Background: an optimization exercise with open tools, aiming at small area and a short achievable clock period. Do not read the settings as production practice. The RTL was checked by simulation tests, not by an equivalence proof against the original design. Power is estimated from default activity; no workload was simulated.

==> inputs of 12-06 <==
// name_field_arbiter
module name_field_arbiter #(
    parameter int NUM_FIELDS = 10,
    parameter int DATA_W     = 160,
    parameter int IDX_W      = 4
) (
    input  logic                         clk,
    input  logic                         rst,
    input  logic [NUM_FIELDS*DATA_W-1:0] field_data,
    input  logic [NUM_FIELDS-1:0]        field_w,
    output logic [DATA_W-1:0]            out_data,
    output logic [IDX_W-1:0]             out_field,
    output logic                         out_last,
    output logic                         out_valid,
    input  logic                         out_ready,
    output logic [NUM_FIELDS-1:0]        overflow
);
==> module name_field_arbiter, before the edit <==
module name_field_arbiter #(
    parameter int NUM_FIELDS = 10,
    parameter int DATA_W     = 160,
    parameter int IDX_W      = 4
) (
    input  logic                         clk,
    input  logic                         rst,
    input  logic [NUM_FIELDS*DATA_W-1:0] field_data,
    input  logic [NUM_FIELDS-1:0]        field_w,
    output logic [DATA_W-1:0]            out_data,
    output logic [IDX_W-1:0]             out_field,
    output logic                         out_last,
    output logic                         out_valid,
    input  logic                         out_ready,
    output logic [NUM_FIELDS-1:0]        overflow
);
    localparam int NF = NUM_FIELDS;
    logic [NF-1:0][DATA_W-1:0] hold_q;
    logic [NF-1:0]             pend_q;
    logic [NF-1:0]             ovf_q;
    logic [NF-1:0]             mask_q;
    logic [NF-1:0]             seen_q;
    logic                      valid_q;
    logic [DATA_W-1:0]         data_q;
    logic [IDX_W-1:0]          field_q;
    logic                      last_q;
    logic                      slot_free;
    logic [NF-1:0]             req_hi;
    logic [NF-1:0]             sel;       
    logic                      any_pend;
    logic [NF-1:0]             grant;
    logic [NF-1:0]             mask_nx;
    logic [NF-1:0]             seen_set;
    logic [DATA_W-1:0]         sel_data;
    logic [IDX_W-1:0]          sel_idx;
    assign slot_free = ~valid_q | out_ready;
    assign any_pend  = |pend_q;
    logic [NF-1:0] hi_before, lo_before;
    logic          any_hi;
    assign req_hi = pend_q & mask_q;
    assign any_hi = |req_hi;
    assign hi_before[0] = 1'b0;
    assign lo_before[0] = 1'b0;
    for (genvar i = 1; i < NF; i++) begin : g_before
        assign hi_before[i] = |req_hi[i-1:0];
        assign lo_before[i] = |pend_q[i-1:0];
    end
    assign sel = any_hi ? (req_hi & ~hi_before) : (pend_q & ~lo_before);
    assign grant = slot_free ? sel : '0;
    assign mask_nx[0] = sel[NF-1];
    for (genvar k = 1; k < NF; k++) begin : g_mask
        assign mask_nx[k] = sel[NF-1] | (|sel[k-1:0]);
    end
    always_comb begin
        sel_data = '0;
        sel_idx  = '0;
        for (int i = 0; i < NF; i++) begin
            sel_data = sel_data | (hold_q[i] & {DATA_W{sel[i]}});
            sel_idx  = sel_idx  | (sel[i] ? IDX_W'(i) : '0);
        end
    end
    assign seen_set = seen_q | sel;
    always_ff @(posedge clk) begin
        for (int i = 0; i < NF; i++)
            if (field_w[i]) hold_q[i] <= field_data[i*DATA_W +: DATA_W];
    end
    always_ff @(posedge clk or posedge rst) begin
        if (rst) begin
            pend_q  <= '0;
            ovf_q   <= '0;
            mask_q  <= '1;
            seen_q  <= '0;
            valid_q <= 1'b0;
        end else begin
            pend_q <= field_w | (pend_q & ~grant);
            ovf_q  <= ovf_q | (field_w & pend_q & ~grant);
            if (slot_free) begin
                valid_q <= any_pend;
                if (any_pend) begin
                    mask_q <= mask_nx;
                    seen_q <= (&seen_set) ? '0 : seen_set;
                end
            end
        end
    end
    always_ff @(posedge clk) begin
        if (slot_free) begin
            data_q  <= sel_data;
            field_q <= sel_idx;
            last_q  <= &seen_set;
        end
    end
    assign out_data  = data_q;
    assign out_field = field_q;
    assign out_last  = last_q;
    assign out_valid = valid_q;
    assign overflow  = ovf_q;
endmodule
==> flow/config.mk <==
export PLATFORM = sky130hd
export DESIGN_NAME = name_field_arbiter
export DESIGN_NICKNAME = name_field_arbiter
export VERILOG_FILES = /design/flow/design.v
export SDC_FILE = /design/flow/constraint.sdc
export NUM_CORES = 4
export LEC_CHECK = 0
export CAP_MARGIN = 20
export CORE_AREA = 5 5 615 615
export DIE_AREA = 0 0 620 620
export SETUP_SLACK_MARGIN = 4.0
export SLEW_MARGIN = 20
==> flow/constraint.sdc <==
create_clock -name core_clock -period 6.5 [get_ports {clk}]
set_input_delay 1.3000 -clock core_clock [delete_from_list [all_inputs] [get_ports {clk}]]
set_output_delay 1.3000 -clock core_clock [all_outputs]
set_load 0.01 [all_outputs]
run.sh (not shown) runs the stock make flow with config.mk's settings and CLKGATE_MAP_FILE= SYNTH_SCRIPT=/design/flow/synth_recipe.tcl, a recipe that flattens the netlist after the stock synthesis.
==> 04-12 (differences from 12-06) <==
==> flow/design.v (replaced) <==
module name_field_arbiter #(
    parameter int NUM_FIELDS = 10,
    parameter int DATA_W     = 160,
    parameter int IDX_W      = 4
) (
    input  logic                         clk,
    input  logic                         rst,
    input  logic [NUM_FIELDS*DATA_W-1:0] field_data,
    input  logic [NUM_FIELDS-1:0]        field_w,
    output logic [DATA_W-1:0]            out_data,
    output logic [IDX_W-1:0]             out_field,
    output logic                         out_last,
    output logic                         out_valid,
    input  logic                         out_ready,
    output logic [NUM_FIELDS-1:0]        overflow
);
    localparam int NF = NUM_FIELDS;
    function automatic logic [NF-1:0] arb(input logic [NF-1:0] p,
                                          input logic [NF-1:0] m);
        logic [NF-1:0] pm;
        logic          any_pm;
        logic          hi_before, lo_before;
        pm        = p & m;
        any_pm    = |pm;
        hi_before = 1'b0;
        lo_before = 1'b0;
        for (int i = 0; i < NF; i++) begin
            arb[i]    = p[i] & ~(m[i] ? hi_before : (any_pm | lo_before));
            hi_before = hi_before | pm[i];
            lo_before = lo_before | p[i];
        end
    endfunction
    function automatic logic [NF-1:0] mask_after(input logic [NF-1:0] g);
        logic acc;
        acc = g[NF-1];
        for (int k = 0; k < NF; k++) begin
            mask_after[k] = acc;
            acc = acc | g[k];
        end
    endfunction
    logic [NF-1:0][DATA_W-1:0] hold_q;
    logic [NF-1:0]             pend_q;
    logic [NF-1:0]             ovf_q;
    logic [NF-1:0]             mask_q;
    logic [NF-1:0]             sel_q;     
    logic [NF-1:0]             dsel_q;    
    logic [NF-1:0]             seen_q;
    logic                      valid_q;
    logic [DATA_W-1:0]         data_q;
    logic [IDX_W-1:0]          field_q;
    logic                      last_q;
    logic                      slot_free;
    logic                      any_pend;
    logic [NF-1:0]             grant;
    logic [NF-1:0]             seen_set;
    logic [DATA_W-1:0]         sel_data;
    logic [IDX_W-1:0]          sel_idx;
    logic [NF-1:0]             pend_keep, pend_drain;   
    logic [NF-1:0]             mask_drain;
    logic [NF-1:0]             sel_keep, sel_drain;
    assign slot_free = ~valid_q | out_ready;
    assign any_pend  = |sel_q;
    assign grant     = slot_free ? sel_q : '0;
    assign pend_keep  = pend_q | field_w;
    assign pend_drain = (pend_q & ~sel_q) | field_w;
    assign mask_drain = any_pend ? mask_after(sel_q) : mask_q;
    assign sel_keep   = arb(pend_keep, mask_q);
    assign sel_drain  = arb(pend_drain, mask_drain);
    always_comb begin
        sel_data = '0;
        sel_idx  = '0;
        for (int i = 0; i < NF; i++) begin
            sel_data = sel_data | (hold_q[i] & {DATA_W{dsel_q[i]}});
            sel_idx  = sel_idx  | (dsel_q[i] ? IDX_W'(i) : '0);
        end
    end
    assign seen_set = seen_q | dsel_q;
    always_ff @(posedge clk) begin
        dsel_q <= slot_free ? sel_drain : sel_keep;
    end
    always_ff @(posedge clk) begin
        for (int i = 0; i < NF; i++)
            if (field_w[i]) hold_q[i] <= field_data[i*DATA_W +: DATA_W];
    end
    always_ff @(posedge clk or posedge rst) begin
        if (rst) begin
            pend_q  <= '0;
            ovf_q   <= '0;
            mask_q  <= '1;
            sel_q   <= '0;
            seen_q  <= '0;
            valid_q <= 1'b0;
        end else begin
            pend_q <= field_w | (pend_q & ~grant);
            ovf_q  <= ovf_q | (field_w & pend_q & ~grant);
            sel_q  <= slot_free ? sel_drain : sel_keep;
            if (slot_free) begin
                valid_q <= any_pend;
                mask_q  <= mask_drain;
                if (any_pend) seen_q <= (&seen_set) ? '0 : seen_set;
            end
        end
    end
    always_ff @(posedge clk) begin
        if (slot_free) begin
            data_q  <= sel_data;
            field_q <= sel_idx;
            last_q  <= &seen_set;
        end
    end
    assign out_data  = data_q;
    assign out_field = field_q;
    assign out_last  = last_q;
    assign out_valid = valid_q;
    assign overflow  = ovf_q;
endmodule
==> flow/flow/run.sh (new file) <==
#!/bin/bash
# Layout flow: the standard ORFS flow (standard.sh), unchanged except for three
# ORFS knobs it already reads from the environment:
#   - clock nets may use met2 (the platform's default lowest clock layer is met3),
#     so the clock port's wire can leave its met2 pin without a via stack that
#     crowds the pins on the neighbouring tracks;
#   - port buffers are sky130_fd_sc_hd__buf_1 instead of the resizer's default pick
#     (a 10 um2 delay buffer); every input and output port still gets its buffer;
#   - pins sit on the top and bottom edges only (met2), on every track (min
#     distance 1 track) instead of every second one, so the 1789 ports fit on a
#     smaller die; met3 pins on adjacent tracks gave the router a spacing error.
# Each tool's full output goes to flow_std.log in this folder.
set -euo pipefail
export BUFFER_PORTS_ARGS="-buffer_cell sky130_fd_sc_hd__buf_1"
export MIN_CLK_ROUTING_LAYER=met2
export PLACE_PINS_ARGS="-min_distance 1 -min_distance_in_tracks -exclude left:* -exclude right:*"
bash standard.sh finish > flow_std.log 2>&1
==> flow/standard.sh (new file) <==
#!/bin/bash
# synth_recipe.tcl (not shown) runs the flow's synth.tcl, then flattens the netlist and writes it again
# the make line also repeats each setting of config.mk as NAME=value (left out here)
make -C /OpenROAD-flow-scripts/flow DESIGN_CONFIG=/design/flow/config.mk WORK_HOME=/design/flow/orfs CLKGATE_MAP_FILE= SYNTH_SCRIPT=/design/flow/synth_recipe.tcl "${@:-finish}"
- CAP_MARGIN: 20 -> 40
- CORE_AREA: 5 5 615 615 -> 5 5 515 275
- CTS_CLUSTER_DIAMETER: default -> 80
- CTS_CLUSTER_SIZE: default -> 24
- DIE_AREA: 0 0 620 620 -> 0 0 520 280
- SETUP_SLACK_MARGIN: 4.0 -> 3.9
- SLEW_MARGIN: 20 -> 40
removed: flow/run.sh
==> 10-05 (differences from 12-06) <==
- CORE_AREA: 5 5 615 615 -> default
- CORE_MARGIN: default -> 2
- CORE_UTILIZATION: default -> 55
- DIE_AREA: 0 0 620 620 -> default
- SETUP_SLACK_MARGIN: 4.0 -> default
==> notes <==
Sequential share of layout area: 12-06 is lower than 04-12 (17 points).
Against 04-12, the maximum frequency of 12-06 is lower by 12%.
In 04-12 the non-clock buffer count is lower than in 12-06, by 350.
Between 12-06 and 04-12, the lower cell count is in 04-12 (gap 43%, measured against 04-12).
Against 04-12, the sequential power of 12-06 is larger by about 5%.
In die area, 12-06 is at 2.6 times the value of 04-12.
Against 12-06, the core utilization of 04-12 is higher by 29 points.
Synthesized cell count is the same in 12-06 and 10-05.
12-06 finished with timing, DRC and antenna clean. 04-12 completed with no timing, DRC or antenna violations. 10-05 failed in I/O pin placement.
==> figures <==
metric                                                                    04-12           12-06                   10-05
Count of buffers added by post-CTS timing repair for setup                    6             204                       -
Antenna violations before repair                                            391             281                       -
Highest cell delay on the worst timing path                             0.48 ns         0.74 ns                       -
Setup slack after placement                                            2.626 ns        2.238 ns                       -
Synth Register Bits                                                        1826            1806                    1806
Terminating pin of the worst hold path                                mask_q[8]       mask_q[3]                       -
Insertion delay to the later sink of the worst-skew pair                0.73 ns         0.89 ns                       -
Asr flop ratio synth                                                     2.793%          2.270%                  2.270%
Number of non-clock buffers                                                1873            2223                       -
Final Hold Fails                                                              0               0                       -
Global-route met2 utilization                                            56.54%          36.61%                       -
Drt first-iter violations                                                  5243            9410                       -
Status                                                           finished clean  finished clean  stopped before the end
Stage where the flow stopped                                                  -               -       I/O pin placement
Start of the worst register-to-register path                           sel_q[2]       mask_q[6]                       -
Post-detailed-placement cell area                                     73330 µm²       86980 µm²                       -
Critical Path Start                                                      last_q       mask_q[6]                       -
Global routing usage on met3                                             6.126%          10.36%                       -
Share of the synthesized area in compound gates (AO/OA/AOI/OAI)          11.16%          10.35%                  10.35%

========
==> willow: inputs <==
Another version of the RTL of name_field_arbiter (not shown whole).
// name_field_arbiter
module name_field_arbiter #(
    parameter int NUM_FIELDS = 10,
    parameter int DATA_W     = 160,
    parameter int IDX_W      = 4
) (
    input  logic                         clk,
    input  logic                         rst,
    input  logic [NUM_FIELDS*DATA_W-1:0] field_data,
    input  logic [NUM_FIELDS-1:0]        field_w,
    output logic [DATA_W-1:0]            out_data,
    output logic [IDX_W-1:0]             out_field,
    output logic                         out_last,
    output logic                         out_valid,
    input  logic                         out_ready,
    output logic [NUM_FIELDS-1:0]        overflow
);
==> module name_field_arbiter, before the edit <==
module name_field_arbiter #(
    parameter int NUM_FIELDS = 10,
    parameter int DATA_W     = 160,
    parameter int IDX_W      = 4
) (
    input  logic                         clk,
    input  logic                         rst,
    input  logic [NUM_FIELDS*DATA_W-1:0] field_data,
    input  logic [NUM_FIELDS-1:0]        field_w,
    output logic [DATA_W-1:0]            out_data,
    output logic [IDX_W-1:0]             out_field,
    output logic                         out_last,
    output logic                         out_valid,
    input  logic                         out_ready,
    output logic [NUM_FIELDS-1:0]        overflow
);
    localparam int NF = NUM_FIELDS;
    function automatic logic [NF-1:0] arb(input logic [NF-1:0] p,
                                          input logic [NF-1:0] m);
        logic [NF-1:0] pm;
        logic          any_pm;
        logic          hi_before, lo_before;
        pm        = p & m;
        any_pm    = |pm;
        hi_before = 1'b0;
        lo_before = 1'b0;
        for (int i = 0; i < NF; i++) begin
            arb[i]    = p[i] & ~(m[i] ? hi_before : (any_pm | lo_before));
            hi_before = hi_before | pm[i];
            lo_before = lo_before | p[i];
        end
    endfunction
    function automatic logic [NF-1:0] mask_after(input logic [NF-1:0] g);
        logic acc;
        acc = g[NF-1];
        for (int k = 0; k < NF; k++) begin
            mask_after[k] = acc;
            acc = acc | g[k];
        end
    endfunction
    logic [NF-1:0][DATA_W-1:0] hold_q;
    logic [NF-1:0]             pend_q;
    logic [NF-1:0]             ovf_q;
    logic [NF-1:0]             mask_q;
    logic [NF-1:0]             sel_q;     
    logic [NF-1:0]             dsel_q;    
    logic [NF-1:0]             seen_q;
    logic                      valid_q;
    logic [DATA_W-1:0]         data_q;
    logic [IDX_W-1:0]          field_q;
    logic                      last_q;
    logic                      slot_free;
    logic                      any_pend;
    logic [NF-1:0]             grant;
    logic [NF-1:0]             load;
    logic [NF-1:0]             seen_set;
    logic [DATA_W-1:0]         sel_data;
    logic [IDX_W-1:0]          sel_idx;
    logic [NF-1:0]             pend_keep, pend_drain;   
    logic [NF-1:0]             mask_drain;
    logic [NF-1:0]             sel_keep, sel_drain;
    assign slot_free = ~valid_q | out_ready;
    assign any_pend  = |sel_q;
    assign grant     = slot_free ? sel_q : '0;
    assign pend_keep  = pend_q | field_w;
    assign pend_drain = (pend_q & ~sel_q) | field_w;
    assign mask_drain = any_pend ? mask_after(sel_q) : mask_q;
    assign sel_keep   = arb(pend_keep, mask_q);
    assign sel_drain  = arb(pend_drain, mask_drain);
    assign load = slot_free ? dsel_q : '0;
    always_comb begin
        sel_data = data_q & {DATA_W{~slot_free}};
        sel_idx  = '0;
        for (int i = 0; i < NF; i++) begin
            sel_data = sel_data | (hold_q[i] & {DATA_W{load[i]}});
            sel_idx  = sel_idx  | (dsel_q[i] ? IDX_W'(i) : '0);
        end
    end
    assign seen_set = seen_q | dsel_q;
    always_ff @(posedge clk) begin
        dsel_q <= slot_free ? sel_drain : sel_keep;
    end
    always_ff @(posedge clk) begin
        for (int i = 0; i < NF; i++)
            if (field_w[i]) hold_q[i] <= field_data[i*DATA_W +: DATA_W];
    end
    always_ff @(posedge clk or posedge rst) begin
        if (rst) begin
            pend_q  <= '0;
            ovf_q   <= '0;
            mask_q  <= '1;
            sel_q   <= '0;
            seen_q  <= '0;
            valid_q <= 1'b0;
        end else begin
            pend_q <= field_w | (pend_q & ~grant);
            ovf_q  <= ovf_q | (field_w & pend_q & ~grant);
            sel_q  <= slot_free ? sel_drain : sel_keep;
            if (slot_free) begin
                valid_q <= any_pend;
                mask_q  <= mask_drain;
                if (any_pend) seen_q <= (&seen_set) ? '0 : seen_set;
            end
        end
    end
    always_ff @(posedge clk) begin
        data_q <= sel_data;
        if (slot_free) begin
            field_q <= sel_idx;
            last_q  <= &seen_set;
        end
    end
    assign out_data  = data_q;
    assign out_field = field_q;
    assign out_last  = last_q;
    assign out_valid = valid_q;
    assign overflow  = ovf_q;
endmodule
==> flow/config.mk <==
export PLATFORM = sky130hd
export DESIGN_NAME = name_field_arbiter
export DESIGN_NICKNAME = name_field_arbiter
export VERILOG_FILES = /design/flow/design.v
export SDC_FILE = /design/flow/constraint.sdc
export NUM_CORES = 4
export LEC_CHECK = 0
export CAP_MARGIN = 20
export CORE_AREA = 5 5 375 375
export DIE_AREA = 0 0 380 380
export SETUP_SLACK_MARGIN = 3.9
export SLEW_MARGIN = 20
==> flow/constraint.sdc <==
create_clock -name core_clock -period 6.5 [get_ports {clk}]
set_input_delay 1.3000 -clock core_clock [delete_from_list [all_inputs] [get_ports {clk}]]
set_output_delay 1.3000 -clock core_clock [all_outputs]
set_load 0.01 [all_outputs]
standard.sh (not shown) runs the stock make flow with config.mk's settings and CLKGATE_MAP_FILE= SYNTH_SCRIPT=/design/flow/synth_recipe.tcl, a recipe that flattens the netlist after the stock synthesis.
==> flow/flow/run.sh <==
#!/bin/bash
# Layout flow: the standard ORFS flow (standard.sh), unchanged except for two
# ORFS knobs it already reads from the environment:
#   - port buffers are sky130_fd_sc_hd__buf_1 instead of the resizer's default pick
#     (a 10 um2 delay buffer); every input and output port still gets its buffer;
#   - pins may sit on every routing track (min distance 1 track) instead of every
#     second one, so the 1789 ports fit on a smaller die.
# Each tool's full output goes to flow_std.log in this folder.
set -euo pipefail
export BUFFER_PORTS_ARGS="-buffer_cell sky130_fd_sc_hd__buf_1"
export PLACE_PINS_ARGS="-min_distance 1 -min_distance_in_tracks"
bash standard.sh finish > flow_std.log 2>&1
==> lagoon: changes against willow <==
==> flow/design.v (replaced) <==
module name_field_arbiter #(
    parameter int NUM_FIELDS = 10,
    parameter int DATA_W     = 160,
    parameter int IDX_W      = 4
) (
    input  logic                         clk,
    input  logic                         rst,
    input  logic [NUM_FIELDS*DATA_W-1:0] field_data,
    input  logic [NUM_FIELDS-1:0]        field_w,
    output logic [DATA_W-1:0]            out_data,
    output logic [IDX_W-1:0]             out_field,
    output logic                         out_last,
    output logic                         out_valid,
    input  logic                         out_ready,
    output logic [NUM_FIELDS-1:0]        overflow
);
    localparam int NF = NUM_FIELDS;
    logic [NF-1:0][DATA_W-1:0] hold_q;
    logic [NF-1:0]             pend_q;
    logic [NF-1:0]             ovf_q;
    logic [NF-1:0]             mask_q;
    logic [NF-1:0]             seen_q;
    logic                      valid_q;
    logic [DATA_W-1:0]         data_q;
    logic [IDX_W-1:0]          field_q;
    logic                      last_q;
    logic                      slot_free;
    logic [NF-1:0]             req_hi;
    logic [NF-1:0]             sel;       
    logic                      any_pend;
    logic [NF-1:0]             grant;
    logic [NF-1:0]             mask_nx;
    logic [NF-1:0]             seen_set;
    logic [DATA_W-1:0]         sel_data;
    logic [IDX_W-1:0]          sel_idx;
    assign slot_free = ~valid_q | out_ready;
    assign any_pend  = |pend_q;
    logic [NF-1:0] hi_before, lo_before;
    logic          any_hi;
    assign req_hi = pend_q & mask_q;
    assign any_hi = |req_hi;
    assign hi_before[0] = 1'b0;
    assign lo_before[0] = 1'b0;
    for (genvar i = 1; i < NF; i++) begin : g_before
        assign hi_before[i] = |req_hi[i-1:0];
        assign lo_before[i] = |pend_q[i-1:0];
    end
    assign sel = any_hi ? (req_hi & ~hi_before) : (pend_q & ~lo_before);
    assign grant = slot_free ? sel : '0;
    assign mask_nx[0] = sel[NF-1];
    for (genvar k = 1; k < NF; k++) begin : g_mask
        assign mask_nx[k] = sel[NF-1] | (|sel[k-1:0]);
    end
    always_comb begin
        sel_data = '0;
        sel_idx  = '0;
        for (int i = 0; i < NF; i++) begin
            sel_data = sel_data | (hold_q[i] & {DATA_W{sel[i]}});
            sel_idx  = sel_idx  | (sel[i] ? IDX_W'(i) : '0);
        end
    end
    assign seen_set = seen_q | sel;
    always_ff @(posedge clk) begin
        for (int i = 0; i < NF; i++)
            if (field_w[i]) hold_q[i] <= field_data[i*DATA_W +: DATA_W];
    end
    always_ff @(posedge clk or posedge rst) begin
        if (rst) begin
            pend_q  <= '0;
            ovf_q   <= '0;
            mask_q  <= '1;
            seen_q  <= '0;
            valid_q <= 1'b0;
        end else begin
            pend_q <= field_w | (pend_q & ~grant);
            ovf_q  <= ovf_q | (field_w & pend_q & ~grant);
            if (slot_free) begin
                valid_q <= any_pend;
                if (any_pend) begin
                    mask_q <= mask_nx;
                    seen_q <= (&seen_set) ? '0 : seen_set;
                end
            end
        end
    end
    always_ff @(posedge clk) begin
        if (slot_free) begin
            data_q  <= sel_data;
            field_q <= sel_idx;
            last_q  <= &seen_set;
        end
    end
    assign out_data  = data_q;
    assign out_field = field_q;
    assign out_last  = last_q;
    assign out_valid = valid_q;
    assign overflow  = ovf_q;
endmodule
==> flow/run.sh (new file) <==
#!/bin/bash
# synth_recipe.tcl (not shown) runs the flow's synth.tcl, then flattens the netlist and writes it again
# the make line also repeats each setting of config.mk as NAME=value (left out here)
make -C /OpenROAD-flow-scripts/flow DESIGN_CONFIG=/design/flow/config.mk WORK_HOME=/design/flow/orfs CLKGATE_MAP_FILE= SYNTH_SCRIPT=/design/flow/synth_recipe.tcl finish
Settings changed: CORE_AREA 5 5 375 375 to 5 5 615 615, DIE_AREA 0 0 380 380 to 0 0 620 620, SETUP_SLACK_MARGIN 3.9 to default.
removed: flow/flow/run.sh
removed: flow/standard.sh
==> raven: changes against willow <==
--- a/flow/design.v
+++ b/flow/design.v
@@ -53,5 +53,4 @@
     logic                      any_pend;
     logic [NF-1:0]             grant;
-    logic [NF-1:0]             load;
     logic [NF-1:0]             seen_set;
     logic [DATA_W-1:0]         sel_data;
@@ -68,10 +67,9 @@
     assign sel_keep   = arb(pend_keep, mask_q);
     assign sel_drain  = arb(pend_drain, mask_drain);
-    assign load = slot_free ? dsel_q : '0;
     always_comb begin
-        sel_data = data_q & {DATA_W{~slot_free}};
+        sel_data = '0;
         sel_idx  = '0;
         for (int i = 0; i < NF; i++) begin
-            sel_data = sel_data | (hold_q[i] & {DATA_W{load[i]}});
+            sel_data = sel_data | (hold_q[i] & {DATA_W{dsel_q[i]}});
             sel_idx  = sel_idx  | (dsel_q[i] ? IDX_W'(i) : '0);
         end
@@ -105,6 +103,6 @@
     end
     always_ff @(posedge clk) begin
-        data_q <= sel_data;
         if (slot_free) begin
+            data_q  <= sel_data;
             field_q <= sel_idx;
             last_q  <= &seen_set;
==> flow/flow/run.sh (replaced) <==
#!/bin/bash
# Layout flow: the standard ORFS flow (standard.sh), unchanged except for three
# ORFS knobs it already reads from the environment:
#   - clock nets may use met2 (the platform's default lowest clock layer is met3),
#     so the clock port's wire can leave its met2 pin without a via stack that
#     crowds the pins on the neighbouring tracks;
#   - port buffers are sky130_fd_sc_hd__buf_1 instead of the resizer's default pick
#     (a 10 um2 delay buffer); every input and output port still gets its buffer;
#   - pins sit on the top and bottom edges only (met2), on every track (min
#     distance 1 track) instead of every second one, so the 1789 ports fit on a
#     smaller die; met3 pins on adjacent tracks gave the router a spacing error.
# Each tool's full output goes to flow_std.log in this folder.
set -euo pipefail
export BUFFER_PORTS_ARGS="-buffer_cell sky130_fd_sc_hd__buf_1"
export MIN_CLK_ROUTING_LAYER=met2
export PLACE_PINS_ARGS="-min_distance 1 -min_distance_in_tracks -exclude left:* -exclude right:*"
bash standard.sh finish > flow_std.log 2>&1
Settings changed: CORE_AREA 5 5 375 375 to 5 5 515 275, CTS_CLUSTER_DIAMETER from default to 80, CTS_CLUSTER_SIZE from default to 24, DIE_AREA 0 0 380 380 to 0 0 520 280, SLEW_MARGIN 20 to 60.
==> delta: changes against willow <==
--- a/flow/design.v
+++ b/flow/design.v
@@ -53,5 +53,4 @@
     logic                      any_pend;
     logic [NF-1:0]             grant;
-    logic [NF-1:0]             load;
     logic [NF-1:0]             seen_set;
     logic [DATA_W-1:0]         sel_data;
@@ -68,10 +67,9 @@
     assign sel_keep   = arb(pend_keep, mask_q);
     assign sel_drain  = arb(pend_drain, mask_drain);
-    assign load = slot_free ? dsel_q : '0;
     always_comb begin
-        sel_data = data_q & {DATA_W{~slot_free}};
+        sel_data = '0;
         sel_idx  = '0;
         for (int i = 0; i < NF; i++) begin
-            sel_data = sel_data | (hold_q[i] & {DATA_W{load[i]}});
+            sel_data = sel_data | (hold_q[i] & {DATA_W{dsel_q[i]}});
             sel_idx  = sel_idx  | (dsel_q[i] ? IDX_W'(i) : '0);
         end
@@ -105,6 +103,6 @@
     end
     always_ff @(posedge clk) begin
-        data_q <= sel_data;
         if (slot_free) begin
+            data_q  <= sel_data;
             field_q <= sel_idx;
             last_q  <= &seen_set;
==> flow/flow/run.sh (replaced) <==
#!/bin/bash
# Layout flow: the standard ORFS flow (standard.sh), unchanged except for two
# ORFS knobs it already reads from the environment:
#   - port buffers are sky130_fd_sc_hd__buf_1 instead of the resizer's default pick
#     (a 10 um2 delay buffer); every input and output port still gets its buffer;
#   - pins sit on the top and bottom edges only (met2), on every track (min
#     distance 1 track) instead of every second one, so the 1789 ports fit on a
#     smaller die; met3 pins on adjacent tracks gave the router a spacing error.
# Each tool's full output goes to flow_std.log in this folder.
set -euo pipefail
export BUFFER_PORTS_ARGS="-buffer_cell sky130_fd_sc_hd__buf_1"
export PLACE_PINS_ARGS="-min_distance 1 -min_distance_in_tracks -exclude left:* -exclude right:*"
bash standard.sh finish > flow_std.log 2>&1
Settings changed: CORE_AREA 5 5 375 375 to 5 5 515 275, CTS_CLUSTER_DIAMETER from default to 80, CTS_CLUSTER_SIZE from default to 24, DIE_AREA 0 0 380 380 to 0 0 520 280, SETUP_SLACK_MARGIN 3.9 to 4.2, SLEW_MARGIN 20 to 50.
==> flow_summary_export.csv <==
group,metric,value,unit
drt,route.detailed.vias_per_inst,6.50,
clock_network,clk_pin_slew,0.06,ns
logic_synthesis,synth_top_area_frac,0.753,
power_and_ir_drop,vdd_drop_max,0.268,mV
power_and_ir_drop,switchingPower,0.0107,W
floorplanning,initial_core_util,0.471,
logic_synthesis,synthCells,3609,
finish,multiInputGateArea,0.0107,mm²
sta,finalCritPeriodShare,0.424,
finish,antenna_cells,334,
clock_network,clkLatencyLatePin,0.81,ns
logic_synthesis,syn_nets,5222,
outcome,outcome,"complete, no violations",
finish,final_cell_mix,"1,605 x edfxtp_1, 1,602 x buf_1, 463 x a22oi_1",
clock_network,ctsLongestPathBuffers,3,
logic_synthesis,ys_seq_elements,1826,
drt,drtPass1Iterations,6,
critical_path,path_cells,"buf_1 -> nor2b_4 -> buf_12 -> bufbuf_16 -> a221oi_1 -> o21ai_0 -> a221oi_1 -> nand3_1",
power_and_ir_drop,p_sw_frac,0.313,
That was willow.
==> flow_summary_export.csv <==
group,metric,value,unit
drt,route.detailed.vias_per_inst,6.11,
floorplanning,initial_core_util,0.468,
logic_synthesis,syn_nets,4866,
logic_synthesis,synth_top_area_frac,0.826,
power_and_ir_drop,p_sw_frac,0.291,
clock_network,clkLatencyLatePin,0.73,ns
power_and_ir_drop,switchingPower,0.00794,W
logic_synthesis,synthCells,3253,
critical_path,path_cells,"buf_6",
power_and_ir_drop,vdd_drop_max,0.224,mV
finish,antenna_cells,411,
clock_network,clk_pin_slew,0.10,ns
outcome,outcome,"complete, no violations",
clock_network,ctsLongestPathBuffers,3,
finish,final_cell_mix,"1,765 x edfxtp_1, 1,628 x buf_1, 480 x a22oi_1",
global_routing,top_usage_layer,"met2",
That was raven.
==> flow_summary_export.csv <==
group,metric,value,unit
clock_network,clk_pin_slew,0.06,ns
logic_synthesis,synth_top_area_frac,0.848,
outcome,outcome,"complete, no violations",
logic_synthesis,synthCells,2947,
power_and_ir_drop,vdd_drop_max,0.336,mV
drt,drtPass1Iterations,13,
drt,route.detailed.vias_per_inst,4.40,
logic_synthesis,ys_seq_elements,1806,
floorplanning,initial_core_util,0.168,
power_and_ir_drop,switchingPower,0.0126,W
sta,finalCritPeriodShare,0.635,
power_and_ir_drop,p_sw_frac,0.331,
logic_synthesis,syn_nets,4560,
finish,final_cell_mix,"1,778 x clkdlybuf4s50_1, 1,765 x edfxtp_1, 323 x a222oi_1",
clock_network,ctsLongestPathBuffers,4,
sta,whs,0.476,ns
clock_network,clkLatencyLatePin,0.91,ns
That was lagoon.
==> flow_summary_export.csv <==
group,metric,value,unit
clock_network,ctsLongestPathBuffers,3,
sta,finalCritPeriodShare,0.428,
drt,wl,276000,µm
critical_path,crit_fanout,1,
power_and_ir_drop,pg_comb,0.00574,W
finish,multiInputGateArea,0.00935,mm²
power_and_ir_drop,vdd_drop_max,0.213,mV
logic_synthesis,ys_seq_elements,1826,
finish,antenna_cells,398,
drt,drtPass1Iterations,23,
clock_network,clk_pin_slew,0.09,ns
clock_network,cts_buffers,87,
critical_path,path_cells,"buf_1",
outcome,outcome,"complete, no violations",
logic_synthesis,yosys-top-cells-count,"1,765 x edfxtp_1, 480 x a22oi_1, 167 x clkbuf_1, 163 x nand4_1",
finish,final_cell_mix,"1,765 x edfxtp_1, 1,606 x buf_1, 480 x a22oi_1",
power_and_ir_drop,p_sw_frac,0.291,
critical_path,worstSetupStartpointType,"flop",
sta,fmax,359,MHz
logic_synthesis,synth_top_area_frac,0.826,
drt,route.detailed.vias_per_inst,6.12,
floorplanning,initial_core_util,0.468,
That was delta.

port drivers added, routing unchanged:
The results above use ideal ports. As a check the final layouts listed here were re-extracted and re-timed, cells and wires unchanged. Step 1 assumes that a clkbuf_16 drives the clock port and a buf_2 every other input. Step 2 adds t to the input delays and takes it off the output delays; t is the mean of the earliest and latest rising clock arrival at the registers after step 1. Input paths then give back, and output paths get back, about the clock's delay inside the block. Slacks: no drivers / after step 1 / after step 2; pairs: no drivers / after step 1.
run | t (ns) | slack for setup (ns) | clock arrival spread, ns
12-06 | 0.972 | 3.450 / 3.384 / 2.950 | 0.052 / 0.052
04-12 | 0.783 | 3.828 / 3.758 / 3.059 | 0.038 / 0.038
willow | 0.875 | 3.745 / 3.715 / 2.883 | 0.044 / 0.044
lagoon | 0.952 | 2.372 / 2.372 / 2.372 | 0.098 / 0.098
raven | 0.776 | 3.840 / 3.772 / 3.121 | 0.043 / 0.042
delta | 0.786 | 3.718 / 3.648 / 3.307 | 0.034 / 0.034
After both steps every run listed still meets setup and hold. The setup slack of willow, which loses most, moves by -0.030 ns with the drivers and by -0.862 ns with both steps.
